This is an optimization exercise on Yosys and OpenROAD, whose aim is small area, a short achievable clock period and few clock cycles per item, not a production implementation.
At most, simulation tests tie the RTL to the original design; equivalence was not proved.
The RTL of runs 2 and 3 was laid out without a check of its function.
Power and IR drop assume default switching activity.

==> flow/design.v (outline; a module is shown in full before it is edited, if it fits) <==
// module round_n_sat: 22 lines
// module iir_mac_dsp48: 780 lines
// module iir_fa: 4 lines
// module iir_ha: 4 lines
// module iir_cascade_sched: 249 lines
module iir_cascade_sched
#(
    parameter int Nsec   = 4,
    parameter int Ndint  = 3,
    parameter int Ndfrac = 22,
    parameter int Ncint  = 4,
    parameter int Ncfrac = 14
) (
    input  logic                       clk,
    input  logic                       reset,
    input  logic                       dv_in,
    input  logic [Ndint+Ndfrac-1:0]    d_in,
    output logic                       dv_out,
    output logic [Ndint+Ndfrac-1:0]    d_out,
    output logic                       busy,
    input  logic                       flush,
    input  logic                       coef_we,
    input  logic [$clog2(Nsec)+2:0]    coef_addr,
    input  logic [Ncint+Ncfrac-1:0]    coef_data,
    output logic                       ovr,
    output logic                       coef_err,
    input  logic                       err_clr
);
  // ...
==> flow/flow/run.sh <==
#!/bin/bash
set -euo pipefail
cd "$(dirname "${BASH_SOURCE[0]}")/.."
bash standard.sh SETUP_SLACK_MARGIN=6 finish > standard_flow.log 2>&1
==> flow/standard.sh <==
#!/bin/bash
# synth_recipe.tcl (not shown) runs the flow's synth.tcl, then flattens the netlist and writes it again
# the make line also repeats each setting of config.mk as NAME=value (left out here)
make -C /OpenROAD-flow-scripts/flow DESIGN_CONFIG=/design/flow/config.mk WORK_HOME=/design/flow/orfs CLKGATE_MAP_FILE= SYNTH_SCRIPT=/design/flow/synth_recipe.tcl "${@:-finish}"
==> flow/config.mk <==
export PLATFORM = sky130hd
export DESIGN_NAME = iir_cascade_sched
export DESIGN_NICKNAME = iir_cascade_sched
export VERILOG_FILES = /design/flow/design.v
export SDC_FILE = /design/flow/constraint.sdc
export NUM_CORES = 4
export LEC_CHECK = 0
export CAP_MARGIN = 20
export CORE_MARGIN = 2
export CORE_UTILIZATION = 40
export SLEW_MARGIN = 20
export SYNTH_HIERARCHICAL = 1
==> flow/constraint.sdc <==
create_clock -name core_clock -period 12.5 [get_ports {clk}]
set_input_delay 2.5000 -clock core_clock [delete_from_list [all_inputs] [get_ports {clk}]]
set_output_delay 2.5000 -clock core_clock [all_outputs]
set_load 0.01 [all_outputs]
==> results.cfg, run 1 <==
[sta]
fin_crit_ns = 6.36
worst_slew_pin_slew_ns = 1.14

[final_layout]
nFlopsAndLatches = 1079
biggestRegsByFlops = coef_q: 360 flops, acc_q: 180 flops
multiInputGateArea_um2 = 54900
final_nets = 8680
inv_count = 153
fin_util = 0.439

[critical_path]
critPathTopFamily = adder cells
r2r-end = a_q[45]$_DFF_P_
r2r-start = sg_q[1]$_DFF_P_

[pwr]
p_switching_w = 0.00550
p_seq_frac = 0.308
clk-power_w = 0.00388
power_w = 0.0139

[die]
core_area_um2 = 219000
fp.dieArea_um2 = 223000

[run_status]
outcome = complete, no violations

[cts]
htree_levels = 4

[place]
dpl-instance-area_um2 = 90900
place_hpwl_mm = 196

[global_route]
antenna_found_initial = 16
use_met3 = 0.0566

[logic_synthesis]
synthesis.instances = 7770
avgSynthCellArea_um2 = 11.3
Testbench counts, summed over its fixed seeds: cycles 12,048, items 2,400.
==> module iir_cascade_sched, before the edit <==
module iir_cascade_sched
#(
    parameter int Nsec   = 4,
    parameter int Ndint  = 3,
    parameter int Ndfrac = 22,
    parameter int Ncint  = 4,
    parameter int Ncfrac = 14
) (
    input  logic                       clk,
    input  logic                       reset,
    input  logic                       dv_in,
    input  logic [Ndint+Ndfrac-1:0]    d_in,
    output logic                       dv_out,
    output logic [Ndint+Ndfrac-1:0]    d_out,
    output logic                       busy,
    input  logic                       flush,
    input  logic                       coef_we,
    input  logic [$clog2(Nsec)+2:0]    coef_addr,
    input  logic [Ncint+Ncfrac-1:0]    coef_data,
    output logic                       ovr,
    output logic                       coef_err,
    input  logic                       err_clr
);
    localparam int DW = Ndint + Ndfrac;            
    localparam int CW = Ncint + Ncfrac;            
    localparam int SW = 45;                        
    localparam int ND = (CW + 1) / 2;              
    localparam logic [SW-1:0] INIT = (SW'(1) << (Ncfrac - 1)) | (SW'(1) << (Ncfrac + DW - 1));
    logic           busy_q, dv_q, ovr_q, cerr_q, dirty_q;
    logic [7:0]     t_q;         
    logic [4:0]     p_q;         
    logic [DW-1:0]  xin_q;
    logic [DW-1:0]  x1_q, x2_q;
    logic           vx1_q, vx2_q;
    logic [2:0][DW-1:0] y1l_q;   
    logic [DW-1:0]  y13_q;       
    logic [3:0][DW-1:0] y2_q;
    logic [3:0]     vy1_q, vy2_q;
    logic [3:0][4:0][CW-1:0] coef_q;
    logic [3:0][4:0]         cv_q;
    logic [3:0][SW-1:0] acc_q;
    logic [3:0]         pv_q;
    logic [3:0][ND-1:0] one_q, two_q, sg_q;
    logic       w_accept, w_wr, w_prep;
    logic [7:0] w_t_n;
    logic [4:0] w_p_n;
    assign w_accept = dv_in && !busy_q && !flush;
    assign w_wr     = coef_we && !busy_q && (coef_addr[2:0] < 3'd5);
    assign w_prep   = dirty_q || w_wr;
    always_comb begin
        w_t_n[0] = !flush && ((w_accept && !w_prep) || p_q[4]);
        for (int k = 1; k < 8; k++)
            w_t_n[k] = !flush && !(w_accept && w_prep) && t_q[k-1];
        w_p_n[0] = !flush && w_accept && w_prep;
        for (int k = 1; k < 5; k++)
            w_p_n[k] = !flush && p_q[k-1];
    end
    logic [3:0]      w_ch;
    logic [3:0][4:1] w_st;
    logic [3:0][4:0] w_seln;     
    always_comb begin
        for (int s = 0; s < 4; s++) begin
            w_ch[s]      = t_q[s];
            w_seln[s][0] = w_t_n[s];
            for (int j = 1; j < 5; j++) begin
                w_st[s][j]   = t_q[s+j] || p_q[j];
                w_seln[s][j] = w_t_n[s+j] || w_p_n[j];
            end
        end
    end
    logic [3:0][CW-1:0] w_bn;
    logic [3:0]         w_negn;
    always_comb begin
        for (int s = 0; s < 4; s++) begin
            w_bn[s] = '0;
            for (int k = 0; k < 5; k++)
                if (w_seln[s][k] && cv_q[s][k])
                    w_bn[s] = w_bn[s] | coef_q[s][k];
            w_negn[s] = w_seln[s][3] || w_seln[s][4];
        end
    end
    logic [3:0][ND-1:0] w_one_n, w_two_n, w_sg_n;
    logic [3:0][CW:0]   w_bx;    
    always_comb begin
        for (int s = 0; s < 4; s++) begin
            w_bx[s] = {w_bn[s], 1'b0};
            for (int i = 0; i < ND; i++) begin
                w_one_n[s][i] = w_bx[s][2*i+1] ^ w_bx[s][2*i];
                w_two_n[s][i] = (w_bx[s][2*i+2] & ~w_bx[s][2*i+1] & ~w_bx[s][2*i])
                              | (~w_bx[s][2*i+2] & w_bx[s][2*i+1] & w_bx[s][2*i]);
                w_sg_n[s][i]  = w_bx[s][2*i+2] ^ w_negn[s];
            end
        end
    end
    logic [3:0][DW-1:0] w_y1;
    logic [3:0][DW-1:0] w_a;
    logic [3:0][SW-1:0] w_base;
    logic [3:0][SW-1:0] w_sum;
    logic [3:0][DW-1:0] w_y, w_nxt;
    assign w_y1 = {y13_q, y1l_q};
    logic [3:0] w_yld;
    assign w_yld = {w_ch[3], w_ch[3:1]};
    logic       w_vx1_n, w_vx2_n;
    logic [3:0] w_vy1_n, w_vy2_n, w_pv_n;
    always_comb begin
        w_vx1_n = !flush && (w_ch[0] || vx1_q);
        w_vx2_n = !flush && (w_ch[0] ? vx1_q : vx2_q);
        for (int s = 0; s < 4; s++) begin
            w_vy1_n[s] = !flush && (w_yld[s] || vy1_q[s]);
            w_vy2_n[s] = !flush && (w_yld[s] ? vy1_q[s] : vy2_q[s]);
            w_pv_n[s]  = !flush && (w_st[s][1] || w_st[s][2] || w_st[s][3] || w_st[s][4]
                                    || pv_q[s]);
        end
    end
    logic [3:0][DW-1:0] a_q, w_a_n, w_h_n;
    logic [3:0]         bsel_q, w_bsel_n;
    always_comb begin
        w_h_n[0] = ({DW{w_seln[0][1] && w_vx1_n}} & (w_ch[0] ? xin_q : x1_q))
                 | ({DW{w_seln[0][2] && w_vx2_n}} & x2_q)
                 | ({DW{w_seln[0][3] && w_vy1_n[0]}} & w_y1[0])
                 | ({DW{w_seln[0][4] && w_vy2_n[0]}} & y2_q[0]);
        w_a_n[0] = w_seln[0][0] ? (p_q[4] ? xin_q : d_in) : w_h_n[0];
        for (int s = 1; s < 4; s++) begin
            w_h_n[s] = ({DW{w_seln[s][1] && w_vy1_n[s-1]}} & (w_ch[s] ? a_q[s] : w_y1[s-1]))
                     | ({DW{w_seln[s][2] && w_vy2_n[s-1]}} & y2_q[s-1])
                     | ({DW{w_seln[s][3] && w_vy1_n[s]}} & w_y1[s])
                     | ({DW{w_seln[s][4] && w_vy2_n[s]}} & y2_q[s]);
            w_a_n[s] = w_nxt[s-1];
        end
        for (int s = 0; s < 4; s++) begin
            w_bsel_n[s] = (w_seln[s][0] && w_pv_n[s])
                       || w_seln[s][2] || w_seln[s][3] || w_seln[s][4];
        end
    end
    always_comb begin
        w_a = a_q;
        for (int s = 0; s < 4; s++) begin
            w_base[s] = bsel_q[s] ? acc_q[s] : INIT;
        end
    end
    for (genvar s = 0; s < 4; s++) begin : g_sec
        iir_mac_dsp48 u_mac (
            .a    (w_a[s]),
            .one  (one_q[s]),
            .two  (two_q[s]),
            .sg   (sg_q[s]),
            .base (w_base[s]),
            .s    (w_sum[s]),
            .y    (w_y[s]),
            .sel  ((s < 3) ? w_seln[(s + 1) % 4][0] : 1'b0),
            .h    ((s < 3) ? w_h_n[(s + 1) % 4] : '0),
            .nxt  (w_nxt[s])
        );
    end
    always_ff @(posedge clk) begin
        if (w_accept) begin
            xin_q <= d_in;
        end
        if (!flush && w_ch[0]) begin
            x1_q <= xin_q;
            x2_q <= x1_q;
        end
        for (int s = 0; s < 3; s++) begin
            if (!flush && w_yld[s]) begin
                y1l_q[s] <= a_q[s+1];
            end
        end
        for (int s = 0; s < 4; s++) begin
            if (!flush && w_yld[s]) begin
                y2_q[s] <= w_y1[s];
            end
            if (!flush && (w_st[s][1] || w_st[s][2] || w_st[s][3] || w_st[s][4])) begin
                acc_q[s] <= w_sum[s];
            end
        end
        for (int s = 0; s < 4; s++) begin
            for (int k = 0; k < 5; k++) begin
                if (w_wr && coef_addr == 5'(s * 8 + k)) begin
                    coef_q[s][k] <= coef_data;
                end
            end
        end
        a_q   <= w_a_n;
        one_q <= w_one_n;
        two_q <= w_two_n;
        sg_q  <= w_sg_n;
    end
    always_ff @(posedge clk or posedge reset) begin
        if (reset) begin
            y13_q <= '0;
        end else if (!flush && w_ch[3]) begin
            y13_q <= w_y[3];
        end
    end
    always_ff @(posedge clk or posedge reset) begin
        if (reset) begin
            busy_q  <= 1'b0;
            dv_q    <= 1'b0;
            ovr_q   <= 1'b0;
            cerr_q  <= 1'b0;
            dirty_q <= 1'b0;
            t_q     <= '0;
            p_q     <= '0;
            vx1_q   <= 1'b0;
            vx2_q   <= 1'b0;
            vy1_q   <= '0;
            vy2_q   <= '0;
            pv_q    <= '0;
            cv_q    <= '0;
            bsel_q  <= '0;
        end else begin
            t_q    <= w_t_n;
            p_q    <= w_p_n;
            dv_q   <= !flush && t_q[3];
            ovr_q  <= (dv_in && busy_q && !flush) || (ovr_q && !err_clr);
            cerr_q <= (coef_we && busy_q) || (cerr_q && !err_clr);
            if (flush) begin
                busy_q <= 1'b0;
            end else if (w_accept) begin
                busy_q <= 1'b1;
            end else if (t_q[3]) begin
                busy_q <= 1'b0;
            end
            if (flush || w_accept) begin
                dirty_q <= 1'b0;
            end else if (w_wr) begin
                dirty_q <= 1'b1;
            end
            for (int s = 0; s < 4; s++) begin
                for (int k = 0; k < 5; k++) begin
                    if (w_wr && coef_addr == 5'(s * 8 + k)) begin
                        cv_q[s][k] <= 1'b1;
                    end
                end
            end
            vx1_q  <= w_vx1_n;
            vx2_q  <= w_vx2_n;
            vy1_q  <= w_vy1_n;
            vy2_q  <= w_vy2_n;
            pv_q   <= w_pv_n;
            bsel_q <= w_bsel_n;
        end
    end
    assign dv_out   = dv_q;
    assign d_out    = y13_q;
    assign busy     = busy_q;
    assign ovr      = ovr_q;
    assign coef_err = cerr_q;
endmodule
==> run 2: changes to the inputs <==
--- a/flow/design.v
+++ b/flow/design.v
@@ -57,19 +57,23 @@
 module iir_mac_dsp48 (
     input  wire [24:0] a,
     input  wire [8:0] one,
     input  wire [8:0] two,
     input  wire [8:0] sg,
     input  wire [44:0] base,
     output wire [44:0] s,
     output wire [24:0] y,
+    output wire        neg,
+    output wire        pos,
     input  wire        sel,
     input  wire [24:0] h,
-    output wire [24:0] nxt
+    output wire [24:0] nxt,
+    output wire        nneg,
+    output wire        npos
 );
     wire one0 = one[0];
     wire two0 = two[0];
     wire sg0  = sg[0];
     wire one1 = one[1];
     wire two1 = two[1];
     wire sg1  = sg[1];
     wire one2 = one[2];
@@ -824,20 +828,22 @@
     iir_fa u_fs481 (.a(hs399), .b(pp8[24]), .c(fc398), .s(fs481), .co(fc482));
     iir_fa u_fs483 (.a(base[41]), .b(hc400), .c(pp8[25]), .s(fs483), .co(fc484));
     iir_ha u_hs485 (.a(1'b1), .b(base[42]), .s(hs485), .co(hc486));
     iir_ha u_hs487 (.a(1'b1), .b(base[43]), .s(hs487), .co(hc488));
     iir_ha u_hs489 (.a(1'b1), .b(base[44]), .s(hs489), .co(hc490));
     wire [44:0] r0 = {hc488, hc486, hs485, fs483, fc480, fs479, fc476, fc474, fs473, fc470, fc468, fc466, fc464, fs463, fc460, fc458, fc456, fc454, fc452, fc450, fc448, fc446, fc444, fc442, fc440, fc438, fc436, fc434, fc432, fc430, fc428, fc426, fc424, fc422, fc420, fc418, fc416, fc414, fc412, fc410, fc408, fc406, hc404, hc402, pp0[0]};
     wire [44:0] r1 = {hs489, hs487, fc484, fc482, fs481, fc478, fs477, fs475, fc472, fs471, fs469, fs467, fs465, fc462, fs461, fs459, fs457, fs455, fs453, fs451, fs449, fs447, fs445, fs443, fs441, fs439, fs437, fs435, fs433, fs431, fs429, fs427, fs425, fs423, fs421, fs419, fs417, fs415, fs413, fs411, fs409, fs407, fs405, hs403, hs401};
     assign s = r0 + r1;
-    wire neg = s[44];
-    wire pos = !s[44] && (|s[43:39]);
-    assign y = neg ? {1'b1, 24'h000000} : pos ? {1'b0, 24'hffffff} : {~s[38], s[37:14]};
-    assign nxt = sel ? y : h;
+    assign neg = s[44];
+    assign pos = !s[44] && (|s[43:39]);
+    assign y = {~s[38], s[37:14]};
+    assign nxt  = sel ? y : h;
+    assign nneg = sel && neg;
+    assign npos = sel && pos;
 endmodule
 module iir_fa (input wire a, input wire b, input wire c, output wire s, output wire co);
     assign s  = a ^ b ^ c;
     assign co = (a & b) | (a & c) | (b & c);
 endmodule
 module iir_ha (input wire a, input wire b, output wire s, output wire co);
     assign s  = a ^ b;
     assign co = a & b;
@@ -875,16 +881,17 @@
     logic           busy_q, dv_q, ovr_q, cerr_q, dirty_q;
     logic [7:0]     t_q;         
     logic [4:0]     p_q;         
     logic [DW-1:0]  xin_q;
     logic [DW-1:0]  x1_q, x2_q;
     logic           vx1_q, vx2_q;
     logic [2:0][DW-1:0] y1l_q;   
     logic [DW-1:0]  y13_q;       
+    logic           n13_q, p13_q;    
     logic [3:0][DW-1:0] y2_q;
     logic [3:0]     vy1_q, vy2_q;
     logic [3:0][4:0][CW-1:0] coef_q;
     logic [3:0][4:0]         cv_q;
     logic [3:0][SW-1:0] acc_q;
     logic [3:0]         pv_q;
     logic [3:0][ND-1:0] one_q, two_q, sg_q;
     logic       w_accept, w_wr, w_prep;
@@ -938,82 +945,99 @@
             end
         end
     end
     logic [3:0][DW-1:0] w_y1;
     logic [3:0][DW-1:0] w_a;
     logic [3:0][SW-1:0] w_base;
     logic [3:0][SW-1:0] w_sum;
     logic [3:0][DW-1:0] w_y, w_nxt;
-    assign w_y1 = {y13_q, y1l_q};
+    logic [3:0]         w_neg, w_pos, w_nneg, w_npos;
+    logic [DW-1:0]      w_y13;       
+    function automatic logic [DW-1:0] sat(input logic [DW-1:0] v, input logic n,
+                                          input logic p);
+        sat = n ? {1'b1, {(DW-1){1'b0}}} : p ? {1'b0, {(DW-1){1'b1}}} : v;
+    endfunction
+    assign w_y13 = sat(y13_q, n13_q, p13_q);
+    assign w_y1  = {w_y13, y1l_q};
     logic [3:0] w_yld;
     assign w_yld = {w_ch[3], w_ch[3:1]};
     logic       w_vx1_n, w_vx2_n;
     logic [3:0] w_vy1_n, w_vy2_n, w_pv_n;
     always_comb begin
         w_vx1_n = !flush && (w_ch[0] || vx1_q);
         w_vx2_n = !flush && (w_ch[0] ? vx1_q : vx2_q);
         for (int s = 0; s < 4; s++) begin
             w_vy1_n[s] = !flush && (w_yld[s] || vy1_q[s]);
             w_vy2_n[s] = !flush && (w_yld[s] ? vy1_q[s] : vy2_q[s]);
             w_pv_n[s]  = !flush && (w_st[s][1] || w_st[s][2] || w_st[s][3] || w_st[s][4]
                                     || pv_q[s]);
         end
     end
     logic [3:0][DW-1:0] a_q, w_a_n, w_h_n;
+    logic [3:1]         an_q, ap_q, w_an_n, w_ap_n;    
     logic [3:0]         bsel_q, w_bsel_n;
     always_comb begin
         w_h_n[0] = ({DW{w_seln[0][1] && w_vx1_n}} & (w_ch[0] ? xin_q : x1_q))
                  | ({DW{w_seln[0][2] && w_vx2_n}} & x2_q)
                  | ({DW{w_seln[0][3] && w_vy1_n[0]}} & w_y1[0])
                  | ({DW{w_seln[0][4] && w_vy2_n[0]}} & y2_q[0]);
         w_a_n[0] = w_seln[0][0] ? (p_q[4] ? xin_q : d_in) : w_h_n[0];
         for (int s = 1; s < 4; s++) begin
-            w_h_n[s] = ({DW{w_seln[s][1] && w_vy1_n[s-1]}} & (w_ch[s] ? a_q[s] : w_y1[s-1]))
+            w_h_n[s] = ({DW{w_seln[s][1] && w_vy1_n[s-1]}} & (w_ch[s] ? w_a[s] : w_y1[s-1]))
                      | ({DW{w_seln[s][2] && w_vy2_n[s-1]}} & y2_q[s-1])
                      | ({DW{w_seln[s][3] && w_vy1_n[s]}} & w_y1[s])
                      | ({DW{w_seln[s][4] && w_vy2_n[s]}} & y2_q[s]);
-            w_a_n[s] = w_nxt[s-1];
+            w_a_n[s]  = w_nxt[s-1];
+            w_an_n[s] = w_nneg[s-1];
+            w_ap_n[s] = w_npos[s-1];
         end
         for (int s = 0; s < 4; s++) begin
             w_bsel_n[s] = (w_seln[s][0] && w_pv_n[s])
                        || w_seln[s][2] || w_seln[s][3] || w_seln[s][4];
         end
     end
     always_comb begin
-        w_a = a_q;
+        w_a[0] = a_q[0];
+        for (int s = 1; s < 4; s++) begin
+            w_a[s] = sat(a_q[s], an_q[s], ap_q[s]);
+        end
         for (int s = 0; s < 4; s++) begin
             w_base[s] = bsel_q[s] ? acc_q[s] : INIT;
         end
     end
     for (genvar s = 0; s < 4; s++) begin : g_sec
         iir_mac_dsp48 u_mac (
             .a    (w_a[s]),
             .one  (one_q[s]),
             .two  (two_q[s]),
             .sg   (sg_q[s]),
             .base (w_base[s]),
             .s    (w_sum[s]),
             .y    (w_y[s]),
+            .neg  (w_neg[s]),
+            .pos  (w_pos[s]),
             .sel  ((s < 3) ? w_seln[(s + 1) % 4][0] : 1'b0),
             .h    ((s < 3) ? w_h_n[(s + 1) % 4] : '0),
-            .nxt  (w_nxt[s])
+            .nxt  (w_nxt[s]),
+            .nneg (w_nneg[s]),
+            .npos (w_npos[s])
         );
     end
     always_ff @(posedge clk) begin
         if (w_accept) begin
             xin_q <= d_in;
         end
         if (!flush && w_ch[0]) begin
             x1_q <= xin_q;
             x2_q <= x1_q;
         end
         for (int s = 0; s < 3; s++) begin
             if (!flush && w_yld[s]) begin
-                y1l_q[s] <= a_q[s+1];
+                y1l_q[s] <= w_a[s+1];
             end
         end
         for (int s = 0; s < 4; s++) begin
             if (!flush && w_yld[s]) begin
                 y2_q[s] <= w_y1[s];
             end
             if (!flush && (w_st[s][1] || w_st[s][2] || w_st[s][3] || w_st[s][4])) begin
                 acc_q[s] <= w_sum[s];
@@ -1022,25 +1046,31 @@
         for (int s = 0; s < 4; s++) begin
             for (int k = 0; k < 5; k++) begin
                 if (w_wr && coef_addr == 5'(s * 8 + k)) begin
                     coef_q[s][k] <= coef_data;
                 end
             end
         end
         a_q   <= w_a_n;
+        an_q  <= w_an_n;
+        ap_q  <= w_ap_n;
         one_q <= w_one_n;
         two_q <= w_two_n;
         sg_q  <= w_sg_n;
     end
     always_ff @(posedge clk or posedge reset) begin
         if (reset) begin
             y13_q <= '0;
+            n13_q <= 1'b0;
+            p13_q <= 1'b0;
         end else if (!flush && w_ch[3]) begin
             y13_q <= w_y[3];
+            n13_q <= w_neg[3];
+            p13_q <= w_pos[3];
         end
     end
     always_ff @(posedge clk or posedge reset) begin
         if (reset) begin
             busy_q  <= 1'b0;
             dv_q    <= 1'b0;
             ovr_q   <= 1'b0;
             cerr_q  <= 1'b0;
@@ -1083,14 +1113,14 @@
             vx2_q  <= w_vx2_n;
             vy1_q  <= w_vy1_n;
             vy2_q  <= w_vy2_n;
             pv_q   <= w_pv_n;
             bsel_q <= w_bsel_n;
         end
     end
     assign dv_out   = dv_q;
-    assign d_out    = y13_q;
+    assign d_out    = w_y13;
     assign busy     = busy_q;
     assign ovr      = ovr_q;
     assign coef_err = cerr_q;
 endmodule
 `default_nettype wire
==> run 2 against run 1 <==
Clock-buffer cell count is 11 lower. Maximum frequency is 0.99% lower. Via count is 1.3% higher. Non-clock buffer count is 47 higher. Synthesized cell count is 0.93% higher. Critical path depth is 9 lower. Core utilization is 0.16 points lower. Worst hold slack better by 0.022 ns. Critical endpoint is now two_q[13]$_DFF_P_. Largest cell class unchanged.
==> results.cfg, run 2 <==
[run_status]
outcome = complete, no violations

[global_route]
grt_pass1_wl_mm = 433
antenna_found_initial = 12
overflow = 0
grt_max_degree = 66
grt_pass1_vias = 66400
track_usage = 0.253

[logic_synthesis]
synth_area_um2 = 88100
yosysWarnings = 7
synthesis.instances = 7842
avgSynthCellArea_um2 = 11.2

[final_layout]
final_common_cell = xnor2_1
final_nets = 8759
layout_common_cells = xnor2_1, a22oi_1, fa_1
post_layout_nonfiller_instances = 10500
largest_register = coef_q
drive_gt1_frac = 0.105
biggestRegsByFlops = coef_q: 360 flops, acc_q: 180 flops
largest_reg_flops = 360
areaGrowthSynthToFinish_pct = 8.79

[die]
dieWidth_um = 473
fp-row-count = 172
core_area_um2 = 219000
fp.dieArea_um2 = 224000
initial_core_util = 0.402
die_y_um = 473
io_pins = 83

[cts]
cts_root_buffer = clkbuf_16
ctsHoldBuffers = 0
cts_sinks = 1087
clk_latency_ns = 0.76
cts_buffer_depth = 3
clk_pin_slew_ns = 0.06
htree_levels = 3
cts_tree = built
cts_made_buffers = 117

[route]
routed_wl_mm = 287
drt_iter0_markers = 7096
routed_via_density = 6.10
ant_nets = 0
vias = 64200
firstDrtPassIters = 7
route.detailed.wl_per_inst_um = 27.2
drcViolationCount = 0

[sta]
fin_ws_ns = 6.08
fin_crit_sh = 0.514
hold_ws_ns = 0.442
worst_slew_pin_slew_ns = 1.17
fin_skew_ns = 0.0464
fmax_ghz = 0.156
fin_crit_ns = 6.42
hold_viol_final = 0
fin_setup_tns_ns = 0
rsz0062_at_grt = true
setup_viol = 0
final-max-slew-violation-count = 0
slew_headroom = 0.217

[place]
portBuffers = 82
place_ws_ns = 5.35
dp.cells = 10300
place_hpwl_mm = 197
gp_congestion = 0.929

[critical_path]
end_kind = register
required_ns = 13.09
cp_data_arrival_time_ns = 7.01
cp_max_fo = 26
cp-start-kind = input pin
criticalPathCategory = in2reg

[pwr]
power_w = 0.0132
cellPowerDensity_nw_per_um2 = 138
p_leak_nw = 36.5
vdd_drop_max_v = 0.000119

[min_path]
hold_class = reg2reg

[flow_run]
cap_violations = 0
-- run 2: critical path, stage by stage --
cell and delay (ns):
clkdlybuf4s50_1 0.70, or3b_1 0.46, inv_2 0.75, o221ai_4 0.53
o2111ai_2 1.00, o2111ai_1 0.69, nand2b_1 0.27, o22ai_1 0.09
-- run 2: what timing repair did --
item,4_1_cts,5_1_grt
gates cloned,0,1
pin swaps,0,1
setup buffers,0,10
setup endpoints to repair,104,60
gates resized for setup,13,61
-- run 2: worst paths after layout --
check	startpoint	end	slack, ns	cells past startpoint
worst min register to register	x1_q[1]$_DFFE_PP_	x2_q[1]$_DFFE_PP_	0.44	0
max in group asynchronous	reset	p_q[4]$_DFF_PP0_	9.08	3
worst max register to register	a_q[14]$_DFF_P_	a_q[44]$_DFF_P_	6.15	17
worst min-delay path	x1_q[1]$_DFFE_PP_	x2_q[1]$_DFFE_PP_	0.44	0
worst max-delay path	dv_in	two_q[13]$_DFF_P_	6.08	8
min in group asynchronous	reset	dv_q$_DFF_PP0_	2.10	2
-- run 2: final cells by class --
class / count / area [um2]
flip-flops and latches: 1087 / 30100
well taps: 2871 / 3590
clock inverters: 56 / 568
multi-input cells: 5865 / 54900
clock buffers: 168 / 3310
inverters: 126 / 479
diodes: 4 / 10.0
repair buffers: 348 / 2910
fillers: 20300 / 123000
-- run 2: routing by layer --
metal | wire length (um) | GRT usage | share of wire | up-vias
li1 | - | - | - | 27500
met1 | 118000 | 0.339 | 0.41 | 33000
met2 | 134000 | 0.408 | 0.47 | 3123
met3 | 25200 | 0.0546 | 0.088 | 566
met4 | 9890 | 0.0785 | 0.035 | 12
met5 | 71 | 0 | 0.00025 | -
-- run 2: metrics by stage --
stage | util | area [um2]
3_5_place_dp | 0.418 | 91600
3_3_place_gp | 0.417 | 91500
5_1_grt | 0.437 | 95900
2_1_floorplan | - | 88300
4_1_cts | 0.435 | 95500
6_report | 0.437 | 95900
-- run 2: where the power goes --
group	leakage, nW	switching, W	internal, W
logic	24.6	0.00362	0.00182
registers	10.0	0.0000834	0.00417
clock network	1.89	0.00157	0.00197
==> run 3: changes to the inputs <==
--- a/flow/design.v
+++ b/flow/design.v
@@ -993,4 +993,3 @@
         for (int s = 0; s < 4; s++) begin
-            w_bsel_n[s] = (w_seln[s][0] && w_pv_n[s])
-                       || w_seln[s][2] || w_seln[s][3] || w_seln[s][4];
+            w_bsel_n[s] = !w_seln[s][1] && w_pv_n[s];
         end
@@ -1041,5 +1040,3 @@
             end
-            if (!flush && (w_st[s][1] || w_st[s][2] || w_st[s][3] || w_st[s][4])) begin
-                acc_q[s] <= w_sum[s];
-            end
+            acc_q[s] <= w_sum[s];
         end
--- a/flow/config.mk
+++ b/flow/config.mk
@@ -10,2 +10,3 @@
 export CORE_UTILIZATION = 40
+export CTS_BUF_LIST = sky130_fd_sc_hd__clkbuf_4 sky130_fd_sc_hd__clkbuf_8
 export SLEW_MARGIN = 20
==> run 3 against run 2 <==
Still clean on timing, DRC and antenna. Sequential power grew 2%. Combinational power rose by 18%. Synthesized cell count grew 0.36%. Register-to-register slack about the same. Critical path type is now reg2reg. Critical endpoint is now a_q[69]$_DFF_P_. Largest power group unchanged. Highest routed layer unchanged.
==> results.cfg, run 3 <==
[cts]
cts_tree = built
clk_latency_ns = 0.97
cts_buffer_depth = 3
ctsHoldBuffers = 0
cts_sinks = 1087
cts_root_buffer = clkbuf_8
htree_levels = 4
cts_made_buffers = 194
clk_pin_slew_ns = 0.08

[min_path]
worstHoldStart = x1_q[3]$_DFFE_PP_
min_to = x2_q[3]$_DFFE_PP_
hold_depth = 0
hold_class = reg2reg

[pwr]
p_leak_nw = 36.5
p_switching_w = 0.00599
pwr-share-clk = 0.256
p_seq_frac = 0.300
vdd_drop_max_v = 0.000165
p_int_w = 0.00843
p_sw_frac = 0.415
comb_power_share = 0.444
cellPowerDensity_nw_per_um2 = 153

[die]
initial_core_util = 0.402
io_pins = 83
core_area_um2 = 215000
fp-row-count = 170
die_y_um = 469
fp.dieArea_um2 = 220000
dieWidth_um = 469

[critical_path]
cp-start-kind = register
criticalPathCategory = reg2reg
cp_max_fo = 25
r2r-start = ap_q[1]$_DFF_P_
cp_slowest_stage_delay_ns = 0.55
path_cells = buf_6 -> nor2_1 -> nor2_1 -> buf_6 -> a22oi_1 -> xnor2_1 -> fa_1 -> fa_1 -> fa_1 -> fa_1 -> fa_1 -> ha_1 -> nand4_1 -> nor4_2 -> o211ai_1 -> o211ai_1 -> a221oi_1 -> o21ai_0 -> xor2_1 -> buf_4 -> mux2_2
cp_data_arrival_time_ns = 7.20
regToRegSetupSlack_ns = 6.16
required_ns = 13.36
path_common_cell = fa_1
crit_slowest_cell = fa_1
end_kind = register
r2r-end = a_q[69]$_DFF_P_
reg2reg_depth = 21

[final_layout]
largest_reg_flops = 360
final_nets = 8846
biggestRegsByFlops = coef_q: 360 flops, acc_q: 180 flops
fin_area_um2 = 94400
drive_gt1_frac = 0.119
layout_common_cells = xnor2_1, a22oi_1, fa_1
final_common_cell = xnor2_1
largest_register = coef_q
nFillCells = 20000
areaGrowthSynthToFinish_pct = 9.24

[global_route]
track_usage = 0.251
grt_pass1_vias = 65800
grt_pass1_wl_mm = 423
antenna_found_initial = 14
overflow = 0
grt_max_degree = 58

[route]
route.detailed.wl_per_inst_um = 26.0
firstDrtPassIters = 6
drt_iter0_markers = 6508
routed_via_density = 5.98
routed_wl_mm = 277
drcViolationCount = 0
vias = 63600
ant_nets = 0

[logic_synthesis]
yosysWarnings = 7
avgSynthCellArea_um2 = 11.0
synthesis.instances = 7870
synth_area_um2 = 86400

[place]
portBuffers = 82
place_hpwl_mm = 194
gp_congestion = 0.946
dpl-instance-area_um2 = 89600
place_ws_ns = 5.15

[run_status]
outcome = complete, no violations

[sta]
fin_setup_tns_ns = 0
fin_skew_ns = 0.0839
rsz0062_at_grt = true
fmax_ghz = 0.158
slew_headroom = 0.224
setup_viol = 0
fin_crit_sh = 0.507
fin_crit_ns = 6.34
worst_slew_pin_slew_ns = 1.16
fin_ws_ns = 6.16
hold_viol_final = 0
final-max-slew-violation-count = 0

[flow_run]
cap_violations = 0
## run 3: area by class of cell
class | instances | area, um2 | share of cell area
diodes | 4 | 10.0 | 0.000106
inverters | 106 | 400 | 0.00424
multi-input cells | 5906 | 54900 | 0.582
clock buffers | 271 | 3360 | 0.0356
well taps | 2838 | 3550 | 0.0376
repair buffers | 337 | 2850 | 0.0302
clock inverters | 94 | 942 | 0.00998
flip-flops and latches | 1087 | 28300 | 0.300
## run 3: worst max path at each step
stage / endpoint / start / depth (start not counted) / slack (ns)
after floorplan: p13_q$_DFFE_PP0P_ / ap_q[3]$_DFF_P_ / 26 / 6.01
final: a_q[69]$_DFF_P_ / ap_q[1]$_DFF_P_ / 21 / 6.16
after CTS: p13_q$_DFFE_PP0P_ / ap_q[3]$_DFF_P_ / 21 / 5.94
after global routing: p13_q$_DFFE_PP0P_ / ap_q[3]$_DFF_P_ / 20 / 5.97
after detailed placement: p13_q$_DFFE_PP0P_ / an_q[3]$_DFF_P_ / 20 / 5.15
after global placement: p13_q$_DFFE_PP0P_ / an_q[3]$_DFF_P_ / 20 / 5.24
## run 3: stage by stage
stage / hold WS [ns] / cells / total power [W] / util
2_1_floorplan: 0.426 / 7914 / 0.00852 / -
3_3_place_gp: 0.430 / 10300 / 0.0106 / 0.417
3_5_place_dp: 0.433 / 10300 / 0.0106 / 0.417
4_1_cts: 0.428 / 10600 / 0.0144 / 0.438
5_1_grt: 0.452 / 10600 / 0.0152 / 0.440
6_report: 0.442 / 10600 / 0.0144 / 0.440
## run 3: layer usage
layer	track usage	routed length (um)	up-vias
li1	-	-	27500
met1	0.338	115000	32200
met2	0.389	124000	3189
met3	0.0641	26200	633
met4	0.0968	11900	14
met5	0	80	-
## run 3: worst max-delay path: cells and delay by family, from the launching register on
| family | cells | cell delay (ns) |
|---|---|---|
| AO/OA/AOI/OAI | 5 | 1.04 |
| flip-flops | 1 | 0.32 |
| AND/OR/NAND/NOR | 4 | 0.88 |
| XOR/XNOR | 2 | 0.28 |
| adder cells (fa/ha/maj) | 6 | 2.83 |
| buffers and inverters | 3 | 0.67 |
| multiplexers | 1 | 0.26 |
## run 3: power groups by stage
stage	registers [W]	clock network, W	logic, W
global placement	0.00439	0	0.00617
global route	0.00436	0.00392	0.00691
CTS	0.00433	0.00377	0.00626
floorplan	0.00430	0	0.00422
detailed placement	0.00440	0	0.00618
finish	0.00433	0.00370	0.00640
## run 3: timing repair
item,4_1_cts,5_1_grt
hold endpoints to repair,0,0
gates cloned,0,1
setup endpoints to repair,65,41
resized for setup,21,66
pin swaps,0,5
setup buffers,1,9
==> run 4: changes to the inputs <==
--- a/flow/design.v
+++ b/flow/design.v
@@ -912,3 +912,3 @@
     logic [3:0][4:1] w_st;
-    logic [3:0][4:0] w_seln;     
+    logic [3:0][4:0] w_seln;
     always_comb begin
@@ -916,6 +916,6 @@
             w_ch[s]      = t_q[s];
-            w_seln[s][0] = w_t_n[s];
+            w_seln[s][0] = (s == 0) ? w_t_n[0] : t_q[(s + 3) % 4];
             for (int j = 1; j < 5; j++) begin
                 w_st[s][j]   = t_q[s+j] || p_q[j];
-                w_seln[s][j] = w_t_n[s+j] || w_p_n[j];
+                w_seln[s][j] = t_q[s+j-1] || p_q[j-1];
             end
@@ -974,2 +974,13 @@
     end
+    logic       w_vx1_s, w_vx2_s;
+    logic [3:0] w_vy1_s, w_vy2_s, w_pv_s;
+    always_comb begin
+        w_vx1_s = w_ch[0] || vx1_q;
+        w_vx2_s = w_ch[0] ? vx1_q : vx2_q;
+        for (int s = 0; s < 4; s++) begin
+            w_vy1_s[s] = w_yld[s] || vy1_q[s];
+            w_vy2_s[s] = w_yld[s] ? vy1_q[s] : vy2_q[s];
+            w_pv_s[s]  = w_st[s][1] || w_st[s][2] || w_st[s][3] || w_st[s][4] || pv_q[s];
+        end
+    end
     logic [3:0][DW-1:0] a_q, w_a_n, w_h_n;
@@ -978,12 +989,12 @@
     always_comb begin
-        w_h_n[0] = ({DW{w_seln[0][1] && w_vx1_n}} & (w_ch[0] ? xin_q : x1_q))
-                 | ({DW{w_seln[0][2] && w_vx2_n}} & x2_q)
-                 | ({DW{w_seln[0][3] && w_vy1_n[0]}} & w_y1[0])
-                 | ({DW{w_seln[0][4] && w_vy2_n[0]}} & y2_q[0]);
+        w_h_n[0] = ({DW{w_seln[0][1] && w_vx1_s}} & (w_ch[0] ? xin_q : x1_q))
+                 | ({DW{w_seln[0][2] && w_vx2_s}} & x2_q)
+                 | ({DW{w_seln[0][3] && w_vy1_s[0]}} & w_y1[0])
+                 | ({DW{w_seln[0][4] && w_vy2_s[0]}} & y2_q[0]);
         w_a_n[0] = w_seln[0][0] ? (p_q[4] ? xin_q : d_in) : w_h_n[0];
         for (int s = 1; s < 4; s++) begin
-            w_h_n[s] = ({DW{w_seln[s][1] && w_vy1_n[s-1]}} & (w_ch[s] ? w_a[s] : w_y1[s-1]))
-                     | ({DW{w_seln[s][2] && w_vy2_n[s-1]}} & y2_q[s-1])
-                     | ({DW{w_seln[s][3] && w_vy1_n[s]}} & w_y1[s])
-                     | ({DW{w_seln[s][4] && w_vy2_n[s]}} & y2_q[s]);
+            w_h_n[s] = ({DW{w_seln[s][1] && w_vy1_s[s-1]}} & (w_ch[s] ? w_a[s] : w_y1[s-1]))
+                     | ({DW{w_seln[s][2] && w_vy2_s[s-1]}} & y2_q[s-1])
+                     | ({DW{w_seln[s][3] && w_vy1_s[s]}} & w_y1[s])
+                     | ({DW{w_seln[s][4] && w_vy2_s[s]}} & y2_q[s]);
             w_a_n[s]  = w_nxt[s-1];
@@ -993,3 +1004,3 @@
         for (int s = 0; s < 4; s++) begin
-            w_bsel_n[s] = !w_seln[s][1] && w_pv_n[s];
+            w_bsel_n[s] = !w_seln[s][1] && w_pv_s[s];
         end
==> run 4 against run 3 <==
Still clean on timing, DRC and antenna. Critical path depth increased by 1. Maximum frequency rose by 0.55%. Total power up 82%. Final area is 1.2% lower. Final cell count decreased by 1.5%. Highest routed layer unchanged.
==> results.cfg, run 4 <==
[final_layout]
layout_common_cells = xnor2_1, a22oi_1, fa_1
largest_register = coef_q
fin_util = 0.439
drive_gt1_frac = 0.114
largest_reg_flops = 360
final_nets = 8704
fin_area_um2 = 93300
areaGrowthSynthToFinish_pct = 8.88
final_common_cell = xnor2_1
biggestRegsByFlops = coef_q: 360 flops, acc_q: 180 flops

[sta]
hold_ws_ns = 0.453
fin_setup_tns_ns = 0
fmax_ghz = 0.159
final-max-slew-violation-count = 0
setup_viol = 0
fin_crit_sh = 0.504
hold_viol_final = 0
fin_skew_ns = 0.0791
fin_ws_ns = 6.20
rsz0062_at_grt = true
fin_crit_ns = 6.30
worst_slew_pin_slew_ns = 1.16
slew_headroom = 0.230

[pwr]
cellPowerDensity_nw_per_um2 = 282
p_switching_w = 0.0134
p_sw_frac = 0.511
pwr-share-clk = 0.138
comb_power_share = 0.683
vdd_drop_max_v = 0.000420
p_seq_frac = 0.179
p_int_w = 0.0129
p_leak_nw = 35.1

[route]
firstDrtPassIters = 12
routed_via_density = 6.08
drt_iter0_markers = 7980
vias = 63800
route.detailed.wl_per_inst_um = 27.3
drcViolationCount = 0
routed_wl_mm = 287
ant_nets = 0

[place]
portBuffers = 82
place_ws_ns = 5.38
place_hpwl_mm = 199
gp_congestion = 0.956
dpl-instance-area_um2 = 88700

[global_route]
antenna_found_initial = 15
grt_max_degree = 72
grt_pass1_wl_mm = 431
track_usage = 0.260
grt_pass1_vias = 65300
overflow = 0

[flow_run]
cap_violations = 0

[logic_synthesis]
synthesis.instances = 7752
avgSynthCellArea_um2 = 11.1
synth_area_um2 = 85700
yosysWarnings = 7

[critical_path]
end_kind = register
cp_data_arrival_time_ns = 7.14
criticalPathCategory = reg2reg
required_ns = 13.34
cp-start-kind = register
cp_max_fo = 25
regToRegSetupSlack_ns = 6.20

[cts]
cts_made_buffers = 190
clk_latency_ns = 0.99
cts_root_buffer = clkbuf_8
cts_tree = built
htree_levels = 4
cts_buffer_depth = 3
clk_pin_slew_ns = 0.07
cts_sinks = 1087

[die]
initial_core_util = 0.403
core_area_um2 = 213000
die_y_um = 467
dieWidth_um = 467
io_pins = 83
fp.dieArea_um2 = 218000
fp-row-count = 169

[min_path]
hold_class = reg2reg

[run_status]
outcome = complete, no violations
-- run 4: cell count changes in the layout (fill, tap and decap cells not counted), sizes merged, moves of 25 or more --
cell	previous run	this run
nand2	377	311
mux2i	124	92
a21oi	256	214
a222oi	19	154
xor2	145	172
a221o	58	13
a22oi	994	910
a211oi	30	59
xnor2	1015	988
a221oi	31	4
mux2	127	102
-- run 4: layout make-up --
type | count | area, um2
fillers | 19800 | 119000
multi-input cells | 5775 | 54000
flip-flops and latches | 1087 | 28300
well taps | 2821 | 3530
clock buffers | 261 | 3250
repair buffers | 345 | 2860
clock inverters | 98 | 910
inverters | 91 | 344
diodes | 6 | 15.0
-- run 4: metal layers --
metal,wire length [um],share of wire,up-vias,track usage
li1,-,-,27200,-
met1,119000,0.41,32500,0.357
met2,127000,0.44,3537,0.395
met3,29800,0.10,633,0.0680
met4,11000,0.038,14,0.0911
met5,92,0.00032,-,0.00110
-- run 4: power by group through the flow --
stage / Sequential (W) / Combinational [W] / Clock [W]
floorplan: 0.00462 / 0.0122 / 0
global placement: 0.00476 / 0.0173 / 0
detailed placement: 0.00477 / 0.0173 / 0
CTS: 0.00469 / 0.0175 / 0.00370
global route: 0.00474 / 0.0195 / 0.00384
finish: 0.00470 / 0.0180 / 0.00363
-- run 4: worst paths after layout --
kind                                          from  cells after the start                   end
min in group asynchronous                    reset                      2  y13_q[3]$_DFFE_PP0P_
worst max register to register     ap_q[1]$_DFF_P_                     22       a_q[69]$_DFF_P_
worst max-delay path               ap_q[1]$_DFF_P_                     22       a_q[69]$_DFF_P_
worst min register to register  x1_q[15]$_DFFE_PP_                      0    x2_q[15]$_DFFE_PP_
max in group asynchronous                    reset                      3      t_q[2]$_DFF_PP0_
worst min-delay path            x1_q[15]$_DFFE_PP_                      0    x2_q[15]$_DFFE_PP_
-- run 4: per-stage QoR --
step | std cells | power (W)
after detailed placement | 10100 | 0.0221
after global placement | 10100 | 0.0220
after global routing | 10500 | 0.0280
after CTS | 10500 | 0.0259
after floorplan | 7796 | 0.0168
final | 10500 | 0.0263
-- run 4: timing repair --
| action | 4_1_cts | 5_1_grt |
|---|---|---|
| gates cloned | 0 | 4 |
| gates resized for setup | 14 | 67 |
| buffers inserted | 0 | 10 |
| pin swaps | 0 | 12 |
| hold buffers | 0 | 0 |
| setup endpoints to repair | 45 | 60 |
-- run 4: worst max-delay path, cell delays in order, from the launching register on --
cell	delay, ns
dfxtp_1	0.35
buf_8	0.21
nor2_1	0.08
nor2_2	0.23
buf_6	0.22
a22oi_1	0.12
xnor2_1	0.23
fa_1	0.47
fa_1	0.47
fa_1	0.39
fa_1	0.42
fa_1	0.49
ha_2	0.44
nand4_1	0.12
buf_4	0.17
nor4_4	0.31
o211ai_1	0.32
o211ai_1	0.25
a221oi_1	0.18
o21ai_1	0.19
xor2_1	0.08
buf_4	0.15
mux2_2	0.25
Testbench counts of run 4, summed over its fixed seeds: cycles 12,048, items 2,400.
==> run 5: changes to the inputs <==
--- a/flow/config.mk
+++ b/flow/config.mk
@@ -10,3 +10,5 @@
 export CORE_UTILIZATION = 40
-export CTS_BUF_LIST = sky130_fd_sc_hd__clkbuf_4 sky130_fd_sc_hd__clkbuf_8
+export CTS_BUF_LIST = sky130_fd_sc_hd__clkbuf_16
+export CTS_CLUSTER_DIAMETER = 120
+export CTS_CLUSTER_SIZE = 24
 export SLEW_MARGIN = 20
==> run 5 against run 4 <==
Still clean. Via count fell by 1.7%. Combinational power hardly changed. Maximum frequency hardly changed. Routed wire length is 0.99% lower. Register-to-register slack barely moved. Synthesized area is the same. Global-route usage down 0.36 points. Sequential share of layout area grew 0.74 points. Die area did not move. Largest cell class unchanged.
==> results.cfg, run 5 <==
[run_status]
outcome = complete, no violations

[pwr]
vdd_drop_max_v = 0.000433
p_sw_frac = 0.523
p_int_w = 0.0119
p_switching_w = 0.0131
pwr-share-clk = 0.090
comb_power_share = 0.723
cellPowerDensity_nw_per_um2 = 275
p_leak_nw = 34.0
p_seq_frac = 0.187

[place]
portBuffers = 82
dpl-instance-area_um2 = 88700
place_ws_ns = 5.38
place_hpwl_mm = 199
gp_congestion = 0.956

[cts]
cts_buffer_depth = 3
htree_levels = 2
clk_pin_slew_ns = 0.10
cts_tree = built
cts_made_buffers = 58
cts_sinks = 1087
clk_latency_ns = 0.76
cts_root_buffer = clkbuf_16

[route]
routed_wl_mm = 284
vias = 62700
firstDrtPassIters = 10
ant_nets = 0
drt_iter0_markers = 8000
drcViolationCount = 0
route.detailed.wl_per_inst_um = 27.7
routed_via_density = 6.13

[final_layout]
final_nets = 8573
largest_reg_flops = 360
nFillCells = 19900
final_common_cell = xnor2_1
drive_gt1_frac = 0.0841
largest_register = coef_q
layout_common_cells = xnor2_1, a22oi_1, fa_1
fin_area_um2 = 91100
areaGrowthSynthToFinish_pct = 6.30
biggestRegsByFlops = coef_q: 360 flops, acc_q: 180 flops

[critical_path]
cp_max_fo = 20
cp-start-kind = register
regToRegSetupSlack_ns = 6.20
criticalPathCategory = reg2reg
cp_data_arrival_time_ns = 6.88
required_ns = 13.09
end_kind = register

[sta]
rsz0062_at_grt = true
fin_ws_ns = 6.20
fin_setup_tns_ns = 0
slew_headroom = 0.234
fmax_ghz = 0.159
final-max-slew-violation-count = 0
worst_slew_pin_slew_ns = 1.15
fin_crit_ns = 6.30
hold_viol_final = 0
setup_viol = 0
fin_skew_ns = 0.0632
fin_crit_sh = 0.504

[die]
initial_core_util = 0.403
fp-row-count = 169
dieWidth_um = 467
core_area_um2 = 213000
fp.dieArea_um2 = 218000
io_pins = 83
die_y_um = 467

[flow_run]
cap_violations = 0

[logic_synthesis]
synth_area_um2 = 85700
avgSynthCellArea_um2 = 11.1
yosysWarnings = 7
synthesis.instances = 7752

[global_route]
overflow = 0
grt_max_degree = 72
antenna_found_initial = 22
track_usage = 0.257
grt_pass1_wl_mm = 426
grt_pass1_vias = 63900

[min_path]
hold_class = reg2reg
## run 5: layer usage
layer  up-vias  track usage  share of wire
li1      26800            -              -
met1     31900        0.358           0.41
met2      3491        0.395           0.45
met3       484       0.0592           0.11
met4        16       0.0787          0.034
met5         -      0.00110        0.00038
## run 5: repair_timing
action,in CTS,in global routing
endpoints found under the setup margin,49,59
hold buffers,0,0
gates cloned,0,4
pin swaps,3,10
setup buffers,2,9
gates resized for setup,21,69
## run 5: per-stage QoR
step	cells	util	total power (W)	hold slack (ns)
5_1_grt	10200	0.429	0.0267	0.460
3_5_place_dp	10100	0.417	0.0221	0.434
4_1_cts	10200	0.427	0.0245	0.450
3_3_place_gp	10100	0.417	0.0220	0.431
2_1_floorplan	7796	-	0.0168	0.427
6_report	10200	0.429	0.0250	0.451
## run 5: worst max-delay path, stage by stage (launching register included)
cell       delay, ns
dfxtp_4         0.46
buf_4           0.24
nor2_1          0.07
nor2_1          0.13
buf_6           0.27
a22oi_1         0.15
xnor2_1         0.15
ha_1            0.32
fa_1            0.50
fa_1            0.39
fa_1            0.51
fa_1            0.43
ha_1            0.41
a21oi_1         0.28
o21a_1          0.20
a2bb2oi_2       0.20
nand4_1         0.17
o21ai_4         0.25
a21oi_1         0.11
or3_1           0.34
a211oi_1        0.25
a31oi_1         0.11
nand2_1         0.07
o21ai_0         0.10
## run 5: path summary, 6_finish.rpt
check / from / endpoint / cells after the start
setup / recovery: ap_q[3]$_DFF_P_ / p13_q$_DFFE_PP0P_ / 23
hold / removal: x1_q[6]$_DFFE_PP_ / x2_q[6]$_DFFE_PP_ / 0
setup reg to reg: ap_q[3]$_DFF_P_ / p13_q$_DFFE_PP0P_ / 23
hold reg to reg: x1_q[6]$_DFFE_PP_ / x2_q[6]$_DFFE_PP_ / 0
max in group asynchronous: reset / t_q[1]$_DFF_PP0_ / 3
min in group asynchronous: reset / y13_q[7]$_DFFE_PP0P_ / 2
## run 5: area by class of cell
class                   instances  area [um2]  share of cell area
diodes                          2        5.00           0.0000550
clock buffers                  62        1550              0.0170
clock inverters                45         330             0.00363
inverters                      91         344             0.00378
multi-input cells            5774       54100               0.594
flip-flops and latches       1087       28300               0.311
well taps                    2821        3530              0.0388
repair buffers                347        2870              0.0316
## run 5: power by group through the flow
| stage | Sequential [W] | Clock (W) | Combinational, W |
|---|---|---|---|
| after floorplan | 0.00462 | 0 | 0.0122 |
| after global routing | 0.00473 | 0.00242 | 0.0196 |
| after global placement | 0.00476 | 0 | 0.0173 |
| after CTS | 0.00469 | 0.00231 | 0.0175 |
| final | 0.00469 | 0.00225 | 0.0181 |
| after detailed placement | 0.00477 | 0 | 0.0173 |
==> run 6: changes to the inputs <==
==> flow/flow/run.sh (replaced) <==
#!/bin/bash
set -euo pipefail
cd "$(dirname "${BASH_SOURCE[0]}")/.."
bash standard.sh SETUP_SLACK_MARGIN=6.5 finish > standard_flow.log 2>&1
==> run 6 against run 5 <==
Still clean on timing, DRC and antenna. Clock-buffer cell count shrank 3. Worst hold slack better by 0.0035 ns. Register-to-register slack improved by 0.28 ns. Die area did not move. Critical path depth is 2 lower. Non-clock buffer count up 178. Sequential share of layout area decreased by 1.1 points. Combinational power is 14% higher. Via count grew 2.4%. Core utilization up 1.6 points. Sequential power barely moved. Worst setup slack gained 0.28 ns.
==> results.cfg, run 6 <==
[global_route]
grt_pass1_wl_mm = 434
grt_max_degree = 55
track_usage = 0.261
grt.busiest_layer = met2
met1_usage = 0.370
antenna_found_initial = 17
grt_pass1_vias = 64600
overflow = 0
grt_use_met2 = 0.393
use_met3 = 0.0608

[min_path]
hold_depth = 0
hold_class = reg2reg
min_to = x2_q[6]$_DFFE_PP_
worstHoldStart = x1_q[6]$_DFFE_PP_

[pwr]
comb_power_share = 0.750
cellPowerDensity_nw_per_um2 = 292
vdd_drop_max_v = 0.000387
p_seq_frac = 0.169
p_switching_w = 0.0141
p_sw_frac = 0.510
pwr-share-clk = 0.080
p_int_w = 0.0135
p_leak_nw = 35.2

[route]
routed_via_density = 6.16
ant_nets = 0
drcViolationCount = 0
firstDrtPassIters = 13
routed_wl_mm = 294
vias = 64200
route.detailed.wl_per_inst_um = 28.2
drt_iter0_markers = 8823

[cts]
htree_levels = 2
cts_sinks = 1087
cts_made_buffers = 58
cts_tree = built
clk_latency_ns = 0.76
ctsHoldBuffers = 0
clk_pin_slew_ns = 0.11
cts_root_buffer = clkbuf_16
cts_buffer_depth = 3

[sta]
fin_skew_ns = 0.0688
slew_headroom = 0.259
rsz0062_at_grt = true
hold_viol_final = 0
fmax_ghz = 0.166
fin_setup_tns_ns = 0
setup_viol = 0
final-max-slew-violation-count = 0
fin_crit_sh = 0.481
worst_slew_pin_slew_ns = 1.11
fin_crit_ns = 6.02

[die]
fp-row-count = 169
initial_core_util = 0.403
dieWidth_um = 467
fp.dieArea_um2 = 218000
die_y_um = 467
io_pins = 83
core_area_um2 = 213000

[critical_path]
r2r-start = an_q[1]$_DFF_P_
end_kind = register
path_common_cell = fa_2
cp_data_arrival_time_ns = 6.67
cp-start-kind = register
r2r-end = a_q[69]$_DFF_P_
regToRegSetupSlack_ns = 6.48
reg2reg_depth = 21
criticalPathCategory = reg2reg
cp_max_fo = 14
required_ns = 13.15
cp_slowest_stage_delay_ns = 0.61
critPathLaunch = an_q[1]$_DFF_P_
path_cells = buf_12 -> nor2_4 -> buf_8 -> a22oi_2 -> xnor2_2 -> fa_2 -> fa_2 -> fa_2 -> fa_1 -> fa_2 -> ha_4 -> nand4_1 -> nor4_4 -> o211ai_1 -> o211ai_1 -> buf_4 -> a221oi_4 -> o21ai_2 -> xor2_1 -> buf_4 -> mux2_4
crit_slowest_cell = fa_2

[flow_run]
cap_violations = 0

[final_layout]
largest_register = coef_q
biggestRegsByFlops = coef_q: 360 flops, acc_q: 180 flops
layout_common_cells = xnor2_1, a22oi_1, fa_1
fin_util = 0.444
drive_gt1_frac = 0.137
areaGrowthSynthToFinish_pct = 10.2
final_common_cell = xnor2_1
largest_reg_flops = 360
final_nets = 8755

[logic_synthesis]
yosysWarnings = 7
synthesis.instances = 7752
avgSynthCellArea_um2 = 11.1
synth_area_um2 = 85700

[place]
gp_congestion = 0.953
portBuffers = 82
place_hpwl_mm = 198

[run_status]
outcome = complete, no violations
run 6: worst max-delay path: cells and delay by family, from the launching register on:
kind / cells / cell delay (ns)
flip-flops: 1 / 0.43
multiplexers: 1 / 0.26
AND/OR/NAND/NOR: 3 / 0.70
AO/OA/AOI/OAI: 5 / 0.85
XOR/XNOR: 2 / 0.19
buffers and inverters: 4 / 0.69
adder cells (fa/ha/maj): 6 / 2.77
run 6: per-layer routing:
metal  vias to the layer above  share of wire
li1                      27100              -
met1                     32800           0.42
met2                      3628           0.44
met3                       558           0.10
met4                        12          0.036
met5                         -        0.00027
run 6: through the flow:
stage / area (um2) / setup WS [ns] / power [W] / cells / hold WS (ns)
global route: 94400 / 6.29 / 0.0294 / 10400 / 0.462
global placement: 88700 / 5.42 / 0.0221 / 10100 / 0.429
CTS: 91700 / 6.42 / 0.0253 / 10300 / 0.457
detailed placement: 88700 / 5.35 / 0.0221 / 10100 / 0.438
floorplan: 86000 / 6.49 / 0.0168 / 7796 / 0.427
finish: 94400 / 6.48 / 0.0276 / 10400 / 0.454
run 6: timing repair:
item,4_1_cts,5_1_grt
setup buffers,35,116
pin swaps,30,158
gates cloned,18,26
resized for setup,166,384
endpoints found under the setup margin,142,97
run 6: worst max path at each step:
| stage | slack, ns | cells past startpoint | to |
|---|---|---|---|
| finish | 6.48 | 21 | a_q[69]$_DFF_P_ |
| global route | 6.29 | 21 | p13_q$_DFFE_PP0P_ |
| CTS | 6.42 | 21 | a_q[69]$_DFF_P_ |
| detailed placement | 5.35 | 18 | a_q[69]$_DFF_P_ |
| global placement | 5.42 | 18 | a_q[69]$_DFF_P_ |
| floorplan | 6.49 | 25 | p13_q$_DFFE_PP0P_ |
run 6: cell type report:
class	count	area (um2)
timing repair buffer	525	4630
fill	19600	118000
multi-input combinational	5778	55700
tap	2821	3530
inverter	91	352
antenna	5	12.5
sequential	1087	28300
clock buffer	59	1480
clock inverter	51	364
run 6: power by group through the flow:
stage	combinational, W	sequential [W]	clock (W)
finish	0.0207	0.00468	0.00222
global route	0.0222	0.00472	0.00239
CTS	0.0184	0.00467	0.00228
detailed placement	0.0173	0.00475	0
global placement	0.0173	0.00475	0
floorplan	0.0122	0.00462	0
==> run 7: changes to the inputs <==
--- a/flow/config.mk
+++ b/flow/config.mk
@@ -12,3 +12,3 @@
 export CTS_CLUSTER_DIAMETER = 120
-export CTS_CLUSTER_SIZE = 24
+export CTS_CLUSTER_SIZE = 20
 export SLEW_MARGIN = 20
==> run 7 against run 6 <==
Still clean on timing, DRC and antenna. Via count increased by 0.30%. Final area grew 0.14%. First-iteration DRC count is 0.91% higher. Register-to-register slack got worse by 0.04 ns. Worst hold slack lost 0.021 ns. Clock skew fell by 0.0034 ns. Largest power group unchanged.
==> results.cfg, run 7 <==
[run_status]
outcome = complete, no violations

[critical_path]
r2r-start = ap_q[1]$_DFF_P_
cp_max_fo = 7
cp_slowest_stage_delay_ns = 0.55
required_ns = 13.10
cp-start-kind = register
path_cells = buf_12 -> nor2_2 -> nor2_4 -> buf_6 -> a22oi_2 -> xnor2_1 -> fa_1 -> fa_1 -> fa_2 -> fa_1 -> fa_1 -> ha_4 -> nand4_1 -> nor4_4 -> o211ai_1 -> o211ai_1 -> buf_4 -> a221oi_4 -> o21ai_2 -> xor2_1 -> buf_4 -> mux2_4
path_buf_inv = 4
cp_data_arrival_time_ns = 6.65
criticalPathCategory = reg2reg
regToRegSetupSlack_ns = 6.45
end_kind = register
crit_slowest_cell = fa_1
path_common_cell = fa_1
r2r-end = a_q[69]$_DFF_P_
reg2reg_depth = 22
critPathTopFamily = adder cells

[die]
fp.dieArea_um2 = 218000
initial_core_util = 0.403
die_y_um = 467
io_pins = 83
fp-row-count = 169
dieWidth_um = 467
core_area_um2 = 213000

[final_layout]
drive_gt1_frac = 0.135
nFillCells = 19600
final_nets = 8754
largest_register = coef_q
largest_reg_flops = 360
register_area_um2 = 28300
layout_common_cells = xnor2_1, a22oi_1, fa_1
multiInputGateArea_um2 = 55600
final_common_cell = xnor2_1
fin_area_um2 = 94500
areaGrowthSynthToFinish_pct = 10.3
biggestRegsByFlops = coef_q: 360 flops, acc_q: 180 flops

[global_route]
grt_pass1_vias = 64700
grt_max_degree = 55
antenna_found_initial = 19
overflow = 0
grt_pass1_wl_mm = 433
track_usage = 0.261

[min_path]
hold_depth = 0
worstHoldStart = x1_q[4]$_DFFE_PP_
min_to = x2_q[4]$_DFFE_PP_
hold_class = reg2reg

[route]
route.detailed.wl_per_inst_um = 28.3
drt_iter0_markers = 8903
routed_via_density = 6.17
firstDrtPassIters = 10
drcViolationCount = 0
ant_nets = 0
routed_wl_mm = 295
vias = 64400

[cts]
clk_latency_ns = 0.74
clk_pin_slew_ns = 0.09
cts_tree = built
htree_levels = 3
cts_buffer_depth = 3
ctsHoldBuffers = 0
cts_made_buffers = 69
cts_root_buffer = clkbuf_16
cts_sinks = 1087

[place]
dpl-instance-area_um2 = 88700
gp_congestion = 0.953
place_hpwl_mm = 198
portBuffers = 82

[flow_run]
cap_violations = 0

[pwr]
cellPowerDensity_nw_per_um2 = 292
p_leak_nw = 35.2
vdd_drop_max_v = 0.000398

[sta]
fin_skew_ns = 0.0654
final-max-slew-violation-count = 0
fmax_ghz = 0.165
worst_slew_pin_slew_ns = 1.09
rsz0062_at_grt = true
slew_headroom = 0.273
setup_viol = 0
fin_crit_ns = 6.05
fin_crit_sh = 0.484
hold_viol_final = 0
fin_setup_tns_ns = 0

[logic_synthesis]
avgSynthCellArea_um2 = 11.1
synth_area_um2 = 85700
synthesis.instances = 7752
yosysWarnings = 7
[run 7: cell types whose count changed in the layout (fill, tap and decap cells not counted), moves of 4 or more]
cell	change
inv_1	+7
nor2_4	-4
a21oi_1	+4
clkbuf_16	+14
fa_2	-4
inv_16	-4
nor2_2	+6
buf_6	-12
o31ai_2	-4
fa_1	+4
[run 7: final cells by class]
class                      instances  share of cell area
clock buffer                      73              0.0193
timing repair buffer             512              0.0476
antenna                            6            0.000159
multi-input combinational       5779               0.588
inverter                          91             0.00376
tap                             2821              0.0373
sequential                      1087               0.300
clock inverter                    55             0.00377
[run 7: worst max-delay path by stage]
stage	start	endpoint	slack [ns]	depth (start not counted)
2_1_floorplan	ap_q[3]$_DFF_P_	p13_q$_DFFE_PP0P_	6.49	25
3_3_place_gp	ap_q[1]$_DFF_P_	a_q[69]$_DFF_P_	5.42	18
3_5_place_dp	ap_q[1]$_DFF_P_	a_q[69]$_DFF_P_	5.35	18
4_1_cts	ap_q[1]$_DFF_P_	a_q[69]$_DFF_P_	6.43	21
5_1_grt	ap_q[2]$_DFF_P_	ap_q[3]$_DFF_P_	6.32	19
6_report	ap_q[1]$_DFF_P_	a_q[69]$_DFF_P_	6.45	22
[run 7: worst register-to-register path: stages (launching register included)]
cell	delay (ns)
dfxtp_4	0.40
buf_12	0.16
nor2_2	0.16
nor2_4	0.06
buf_6	0.14
a22oi_2	0.21
xnor2_1	0.16
fa_1	0.47
fa_1	0.49
fa_2	0.37
fa_1	0.46
fa_1	0.55
ha_4	0.34
nand4_1	0.23
nor4_4	0.39
o211ai_1	0.26
o211ai_1	0.16
buf_4	0.18
a221oi_4	0.08
o21ai_2	0.15
xor2_1	0.08
buf_4	0.16
mux2_4	0.25
[run 7: per-stage QoR]
step	hold slack [ns]	worst slack (ns)	util	cells	power (W)
final	0.434	6.45	0.445	10400	0.0276
after global routing	0.444	6.32	0.445	10400	0.0293
after CTS	0.432	6.43	0.433	10300	0.0254
after detailed placement	0.438	5.35	0.418	10100	0.0221
after global placement	0.429	5.42	0.417	10100	0.0221
after floorplan	0.427	6.49	-	7796	0.0168
[run 7: timing repair]
| action | 4_1_cts | 5_1_grt |
|---|---|---|
| gates cloned | 15 | 31 |
| setup endpoints to repair | 140 | 95 |
| pin swaps | 23 | 142 |
| resized for setup | 153 | 365 |
| setup buffers | 29 | 108 |
[run 7: per-layer routing]
metal,GRT usage,up-vias,part of all wire
li1,-,27200,-
met3,0.0606,607,0.10
met5,0,-,0.00026
met1,0.369,32900,0.42
met4,0.0873,10,0.038
met2,0.393,3713,0.44
[run 7: power breakdown]
group | internal, W | leakage [nW] | switching [W]
Sequential | 0.00447 | 9.87 | 0.000211
Clock | 0.00111 | 1.21 | 0.00137
Combinational | 0.00795 | 24.2 | 0.0125
Total | 0.0135 | 35.2 | 0.0141

[what the ideal ports hide]
No port has a modelled driver above. Below, the same layouts with a new extraction and two added sets of constraints. Step 1 (the two cells are an assumption about what drives the block):
set clk [get_ports {clk}]
set_driving_cell -lib_cell sky130_fd_sc_hd__clkbuf_16 $clk
set_driving_cell -lib_cell sky130_fd_sc_hd__buf_2 [delete_from_list [all_inputs] $clk]
Step 2 times the ports against the registers' clock, not the clock port: input delays grow and output delays shrink by t, the midpoint of the rising clock arrivals with the driver on. Three values: ideal, step 1, step 2; two values: the first two.
run	t (ns)	setup slack, ns	worst setup path at the end
run 1	0.879	6.138 / 6.138 / 5.754	input to register
run 2	0.838	6.075 / 6.149 / 5.311	input to register
run 3	1.014	6.161 / 6.161 / 5.186	input to register
run 4	1.032	6.196 / 6.196 / 6.196	register to register
run 5	0.809	6.202 / 6.202 / 6.202	register to register
run 6	0.814	6.483 / 6.483 / 6.483	register to register
run 7	0.787	6.448 / 6.448 / 6.448	register to register
After both steps every run listed still meets setup and hold. The setup slack of run 3, which loses most, moves by 0.000 ns with the drivers and by -0.975 ns with both steps.
